This design comes from an exercise in tuning for small area, a short achievable clock period and few clock cycles on the open sky130 flow, not from production work.
In this exercise RTL edits were held to simulation tests only and were not proved equivalent to the original.
Power figures rest on the tool's default switching activity, not on a simulated workload.

==> sierra: inputs <==
// rotor_byte_cipher
module rotor_byte_cipher (
  input  logic        clk,
  input  logic        rst,
  input  logic        cfg_we,
  input  logic [1:0]  cfg_index,
  input  logic [59:0] cfg_data,
  input  logic        byte_valid,
  output logic        byte_ready,
  input  logic        restart,
  input  logic [7:0]  data_in,
  output logic        code_valid,
  input  logic        code_ready,
  output logic [7:0]  data_out
);
Settings: LEC_CHECK=0, ABC_AREA=1, CAP_MARGIN=20, CORE_MARGIN=2, CORE_UTILIZATION=40, CTS_CLUSTER_DIAMETER=100, CTS_CLUSTER_SIZE=24, PLACE_DENSITY=0.65, SETUP_SLACK_MARGIN=3.6, SLEW_MARGIN=20; clock period 6.0 ns.
standard.sh (not shown) runs the stock make flow with config.mk's settings and CLKGATE_MAP_FILE= SYNTH_SCRIPT=/design/flow/synth_recipe.tcl, a recipe that flattens the netlist after the stock synthesis.
==> flow/flow/run.sh <==
#!/bin/bash
# layout flow: the standard flow, with plain buffers on the ports (instead of
# the delay cells buffer_ports picks by default) and resizing not tied to footprints
bash standard.sh MATCH_CELL_FOOTPRINT=0 "BUFFER_PORTS_ARGS=-buffer_cell sky130_fd_sc_hd__buf_2" finish > standard.log 2>&1
==> raven: changes against sierra <==
--- a/flow/design.v
+++ b/flow/design.v
@@ -1,23 +1,25 @@
 module rbc_swap_mem (
   input  logic       clk,
   input  logic       rst,
   input  logic       wr_en,
   input  logic [4:0] wr_addr,
-  input  logic [4:0] wr_one,
-  input  logic [4:0] wr_zero,
+  input  logic [4:0] wr_data,
   input  logic [4:0] rd_addr_a,
   output logic [4:0] rd_data_a,
   input  logic [4:0] rd_addr_b,
   output logic [4:0] rd_data_b
 );
   logic [4:0] mem [32];
+  logic [4:0] d_one, d_zero;
+  assign d_one  = wr_data | {5{rst}};
+  assign d_zero = wr_data & ~{5{rst}};
   always_ff @(posedge clk) begin
     for (int e = 0; e < 32; e++) begin
       if (rst || (wr_en && wr_addr == 5'(e))) begin
         for (int b = 0; b < 5; b++) begin
-          mem[e][b] <= e[b] ? wr_one[b] : wr_zero[b];
+          mem[e][b] <= e[b] ? d_one[b] : d_zero[b];
         end
       end
     end
   end
   assign rd_data_a = mem[rd_addr_a];
@@ -42,12 +44,11 @@
   logic [4:0] v0, v1, vsum;
   logic [2:0] t0, t1, tsum;
   logic       dirty;         
   logic       sweeping;      
   logic       wr_v, wr_last;
-  logic [4:0] wr_addr;
-  logic [4:0] wr_one, wr_zero;   
+  logic [4:0] wr_addr, wr_data;
   logic       sweep_done;    
   logic [2:0] trk_found, trk_done;
   logic [2:0][2:0] trk_gap;   
   logic [2:0] gsum;           
   logic       s1_v, s1_wait, s1_alt;
@@ -57,11 +58,10 @@
   logic [4:0] s2_a;
   logic [2:0] s2_h;
   logic       o1_v;
   logic [7:0] o1_d;
   logic       rdy;
-  logic       rst_q;         
   logic [4:0] key_v, key_w, key_0, key_31, vsum_w;
   logic [4:0] tab_a, tab_b;
   logic       accept, take, s2_move, s1_move, wr_go, sweep_step;
   logic       gc1, gc2, tc1, tc2;
   logic [2:0] gadd;
@@ -94,11 +94,11 @@
       hit[k] = (wr_addr == 5'(k)) || (wr_addr == 5'(31 - k));
     end
     gadd = '0;
     for (int k = 0; k < 3; k++) begin
       if (hit[k] && trk_found[k] && !trk_done[k]) begin
-        gadd = gadd | trk_gap[k];
+        gadd = gadd | (trk_gap[k] + 3'd1);
       end
     end
   end
   assign gc1  = (gap[0] == 3'd7);
   assign gc2  = gc1 && (gap[1] == 3'd7);
@@ -109,23 +109,19 @@
   assign s2_v_n    = s1_move || (s2_v && !s2_move);
   assign o0_v_n    = take ? (o1_v || s2_move) : (code_valid || s2_move);
   assign o1_v_n    = take ? (o1_v && s2_move) : (o1_v || (code_valid && s2_move));
   rbc_swap_mem u_swap_mem (
     .clk       (clk),
-    .rst       (rst_q),
+    .rst       (rst),
     .wr_en     (wr_go),
     .wr_addr   (wr_addr),
-    .wr_one    (wr_one),
-    .wr_zero   (wr_zero),
+    .wr_data   (wr_data),
     .rd_addr_a (data_in[4:0]),
     .rd_data_a (tab_a),
     .rd_addr_b (s2_a),
     .rd_data_b (tab_b)
   );
-  always_ff @(posedge clk) begin
-    rst_q <= rst;
-  end
   always_ff @(posedge clk) begin
     if (rst) begin
       key_zero   <= '1;
       dirty      <= 1'b1;
       sweeping   <= 1'b0;
@@ -134,13 +130,11 @@
       s1_v       <= 1'b0;
       s1_wait    <= 1'b0;
       s2_v       <= 1'b0;
       code_valid <= 1'b0;
       o1_v       <= 1'b0;
-      rdy        <= 1'b0;
-      wr_one     <= '1;
-      wr_zero    <= '0;
+      rdy        <= 1'b1;
       v0         <= '0;
       v1         <= '0;
       vsum       <= '0;
       t0         <= '0;
       t1         <= '0;
@@ -187,12 +181,11 @@
             s1_xr     <= data_in[4:0];
             sweeping  <= 1'b1;
             wr_v      <= 1'b1;
             wr_last   <= 1'b0;
             wr_addr   <= key_0;
-            wr_one    <= key_31;
-            wr_zero   <= key_31;
+            wr_data   <= key_31;
             trk_found <= '0;
             trk_done  <= '0;
             trk_gap   <= '0;
             gsum      <= '0;
           end else begin
@@ -216,27 +209,25 @@
       end
       if (wr_go) begin
         wr_v <= 1'b0;
         gsum <= gsum + gadd;
         for (int k = 0; k < 3; k++) begin
+          if (trk_found[k] && !trk_done[k]) begin
+            trk_gap[k] <= trk_gap[k] + 3'd1;
+          end
           if (hit[k]) begin
             trk_found[k] <= 1'b1;
-            if (!trk_found[k]) begin
-              trk_gap[k] <= 3'd1;
-            end else begin
+            if (trk_found[k]) begin
               trk_done[k] <= 1'b1;
             end
-          end else if (trk_found[k] && !trk_done[k]) begin
-            trk_gap[k] <= trk_gap[k] + 3'd1;
           end
         end
       end
       if (sweep_step) begin
         wr_v    <= 1'b1;
         wr_addr <= key_v;
-        wr_one  <= key_w;
-        wr_zero <= key_w;
+        wr_data <= key_w;
         wr_last <= (vsum == 5'd31);
         if (vsum == 5'd31) begin
           sweeping <= 1'b0;
           vsum     <= 5'd1;
         end else begin
@@ -258,9 +249,9 @@
       end
       if (cfg_we && cfg_index != 2'd3) begin
         dirty <= 1'b1;
         key_zero[cfg_index] <= 1'b0;
       end
-      rdy <= rst_q || (!(s1_v_n && s2_v_n && o0_v_n && o1_v_n) && !s1_wait_n);
+      rdy <= !(s1_v_n && s2_v_n && o0_v_n && o1_v_n) && !s1_wait_n;
     end
   end
 endmodule
==> flow/run.sh (new file) <==
#!/bin/bash
# synth_recipe.tcl (not shown) runs the flow's synth.tcl, then flattens the netlist and writes it again
# the make line also repeats each setting of config.mk as NAME=value (left out here)
make -C /OpenROAD-flow-scripts/flow DESIGN_CONFIG=/design/flow/config.mk WORK_HOME=/design/flow/orfs CLKGATE_MAP_FILE= SYNTH_SCRIPT=/design/flow/synth_recipe.tcl finish
Settings changed: CORE_UTILIZATION 40 to 55, CTS_CLUSTER_SIZE 24 to 30, PLACE_DENSITY 0.65 to 0.7.
removed: flow/flow/run.sh
removed: flow/standard.sh
==> pepper: changes against sierra <==
--- a/flow/design.v
+++ b/flow/design.v
@@ -1,23 +1,25 @@
 module rbc_swap_mem (
   input  logic       clk,
   input  logic       rst,
   input  logic       wr_en,
   input  logic [4:0] wr_addr,
-  input  logic [4:0] wr_one,
-  input  logic [4:0] wr_zero,
+  input  logic [4:0] wr_data,
   input  logic [4:0] rd_addr_a,
   output logic [4:0] rd_data_a,
   input  logic [4:0] rd_addr_b,
   output logic [4:0] rd_data_b
 );
   logic [4:0] mem [32];
+  logic [4:0] d_one, d_zero;
+  assign d_one  = wr_data | {5{rst}};
+  assign d_zero = wr_data & ~{5{rst}};
   always_ff @(posedge clk) begin
     for (int e = 0; e < 32; e++) begin
       if (rst || (wr_en && wr_addr == 5'(e))) begin
         for (int b = 0; b < 5; b++) begin
-          mem[e][b] <= e[b] ? wr_one[b] : wr_zero[b];
+          mem[e][b] <= e[b] ? d_one[b] : d_zero[b];
         end
       end
     end
   end
   assign rd_data_a = mem[rd_addr_a];
@@ -42,12 +44,11 @@
   logic [4:0] v0, v1, vsum;
   logic [2:0] t0, t1, tsum;
   logic       dirty;         
   logic       sweeping;      
   logic       wr_v, wr_last;
-  logic [4:0] wr_addr;
-  logic [4:0] wr_one, wr_zero;   
+  logic [4:0] wr_addr, wr_data;
   logic       sweep_done;    
   logic [2:0] trk_found, trk_done;
   logic [2:0][2:0] trk_gap;   
   logic [2:0] gsum;           
   logic       s1_v, s1_wait, s1_alt;
@@ -57,11 +58,10 @@
   logic [4:0] s2_a;
   logic [2:0] s2_h;
   logic       o1_v;
   logic [7:0] o1_d;
   logic       rdy;
-  logic       rst_q;         
   logic [4:0] key_v, key_w, key_0, key_31, vsum_w;
   logic [4:0] tab_a, tab_b;
   logic       accept, take, s2_move, s1_move, wr_go, sweep_step;
   logic       gc1, gc2, tc1, tc2;
   logic [2:0] gadd;
@@ -94,11 +94,11 @@
       hit[k] = (wr_addr == 5'(k)) || (wr_addr == 5'(31 - k));
     end
     gadd = '0;
     for (int k = 0; k < 3; k++) begin
       if (hit[k] && trk_found[k] && !trk_done[k]) begin
-        gadd = gadd | trk_gap[k];
+        gadd = gadd | (trk_gap[k] + 3'd1);
       end
     end
   end
   assign gc1  = (gap[0] == 3'd7);
   assign gc2  = gc1 && (gap[1] == 3'd7);
@@ -109,23 +109,19 @@
   assign s2_v_n    = s1_move || (s2_v && !s2_move);
   assign o0_v_n    = take ? (o1_v || s2_move) : (code_valid || s2_move);
   assign o1_v_n    = take ? (o1_v && s2_move) : (o1_v || (code_valid && s2_move));
   rbc_swap_mem u_swap_mem (
     .clk       (clk),
-    .rst       (rst_q),
+    .rst       (rst),
     .wr_en     (wr_go),
     .wr_addr   (wr_addr),
-    .wr_one    (wr_one),
-    .wr_zero   (wr_zero),
+    .wr_data   (wr_data),
     .rd_addr_a (data_in[4:0]),
     .rd_data_a (tab_a),
     .rd_addr_b (s2_a),
     .rd_data_b (tab_b)
   );
-  always_ff @(posedge clk) begin
-    rst_q <= rst;
-  end
   always_ff @(posedge clk) begin
     if (rst) begin
       key_zero   <= '1;
       dirty      <= 1'b1;
       sweeping   <= 1'b0;
@@ -134,13 +130,11 @@
       s1_v       <= 1'b0;
       s1_wait    <= 1'b0;
       s2_v       <= 1'b0;
       code_valid <= 1'b0;
       o1_v       <= 1'b0;
-      rdy        <= 1'b0;
-      wr_one     <= '1;
-      wr_zero    <= '0;
+      rdy        <= 1'b1;
       v0         <= '0;
       v1         <= '0;
       vsum       <= '0;
       t0         <= '0;
       t1         <= '0;
@@ -187,12 +181,11 @@
             s1_xr     <= data_in[4:0];
             sweeping  <= 1'b1;
             wr_v      <= 1'b1;
             wr_last   <= 1'b0;
             wr_addr   <= key_0;
-            wr_one    <= key_31;
-            wr_zero   <= key_31;
+            wr_data   <= key_31;
             trk_found <= '0;
             trk_done  <= '0;
             trk_gap   <= '0;
             gsum      <= '0;
           end else begin
@@ -216,27 +209,25 @@
       end
       if (wr_go) begin
         wr_v <= 1'b0;
         gsum <= gsum + gadd;
         for (int k = 0; k < 3; k++) begin
+          if (trk_found[k] && !trk_done[k]) begin
+            trk_gap[k] <= trk_gap[k] + 3'd1;
+          end
           if (hit[k]) begin
             trk_found[k] <= 1'b1;
-            if (!trk_found[k]) begin
-              trk_gap[k] <= 3'd1;
-            end else begin
+            if (trk_found[k]) begin
               trk_done[k] <= 1'b1;
             end
-          end else if (trk_found[k] && !trk_done[k]) begin
-            trk_gap[k] <= trk_gap[k] + 3'd1;
           end
         end
       end
       if (sweep_step) begin
         wr_v    <= 1'b1;
         wr_addr <= key_v;
-        wr_one  <= key_w;
-        wr_zero <= key_w;
+        wr_data <= key_w;
         wr_last <= (vsum == 5'd31);
         if (vsum == 5'd31) begin
           sweeping <= 1'b0;
           vsum     <= 5'd1;
         end else begin
@@ -258,9 +249,9 @@
       end
       if (cfg_we && cfg_index != 2'd3) begin
         dirty <= 1'b1;
         key_zero[cfg_index] <= 1'b0;
       end
-      rdy <= rst_q || (!(s1_v_n && s2_v_n && o0_v_n && o1_v_n) && !s1_wait_n);
+      rdy <= !(s1_v_n && s2_v_n && o0_v_n && o1_v_n) && !s1_wait_n;
     end
   end
 endmodule
==> flow/run.sh (new file) <==
#!/bin/bash
# synth_recipe.tcl (not shown) runs the flow's synth.tcl, then flattens the netlist and writes it again
# the make line also repeats each setting of config.mk as NAME=value (left out here)
make -C /OpenROAD-flow-scripts/flow DESIGN_CONFIG=/design/flow/config.mk WORK_HOME=/design/flow/orfs CLKGATE_MAP_FILE= SYNTH_SCRIPT=/design/flow/synth_recipe.tcl finish
Settings changed: CTS_BUF_LIST from default to sky130_fd_sc_hd__clkbuf_8, CTS_CLUSTER_DIAMETER 100 to 60, CTS_CLUSTER_SIZE 24 to 14, PLACE_DENSITY 0.65 to 0.6.
removed: flow/flow/run.sh
removed: flow/standard.sh
==> summary of the runs <==
Synthesized area is the same in raven and pepper.
Clock power is about the same in pepper and sierra.
The highest final cell count belongs to sierra, the lowest to raven.
Die area: raven < pepper < sierra.
Testbench counts of sierra, summed over its fixed seeds: cycles 12,417.
Testbench counts of raven, summed over its fixed seeds: cycles 12,417.
Testbench counts of pepper, summed over its fixed seeds: cycles 12,417.

-- static timing again, ports no longer ideal --
The flow's constraints put no driver on any port. The routed layouts listed below were extracted and timed again, unchanged, in two steps. Step 1: set_driving_cell puts a clkbuf_16 on clk and a buf_2 on each other input, an assumption about the parent block. Step 2 also shifts input and output timing later by t, the mid clock arrival at the registers, as if the neighbouring blocks saw the same clock. Three values: no drivers, after step 1, after step 2; two values: the first two.
run	shift t [ns]	slack for setup (ns)	worst setup path at the end	slew at the worst register clock pin (ns)	worst data-port slew with drivers (ns)
sierra	0.641	3.607 / 3.562 / 3.039	input to register	0.10 / 0.10	0.08
raven	0.609	3.572 / 3.588 / 2.995	input to register	0.12 / 0.12	0.05
pepper	0.678	3.614 / 3.571 / 2.975	input to register	0.10 / 0.10	0.08
After both steps every run listed still meets setup and hold. The setup slack of pepper, which loses most, moves by -0.043 ns with the drivers and by -0.639 ns with both steps.
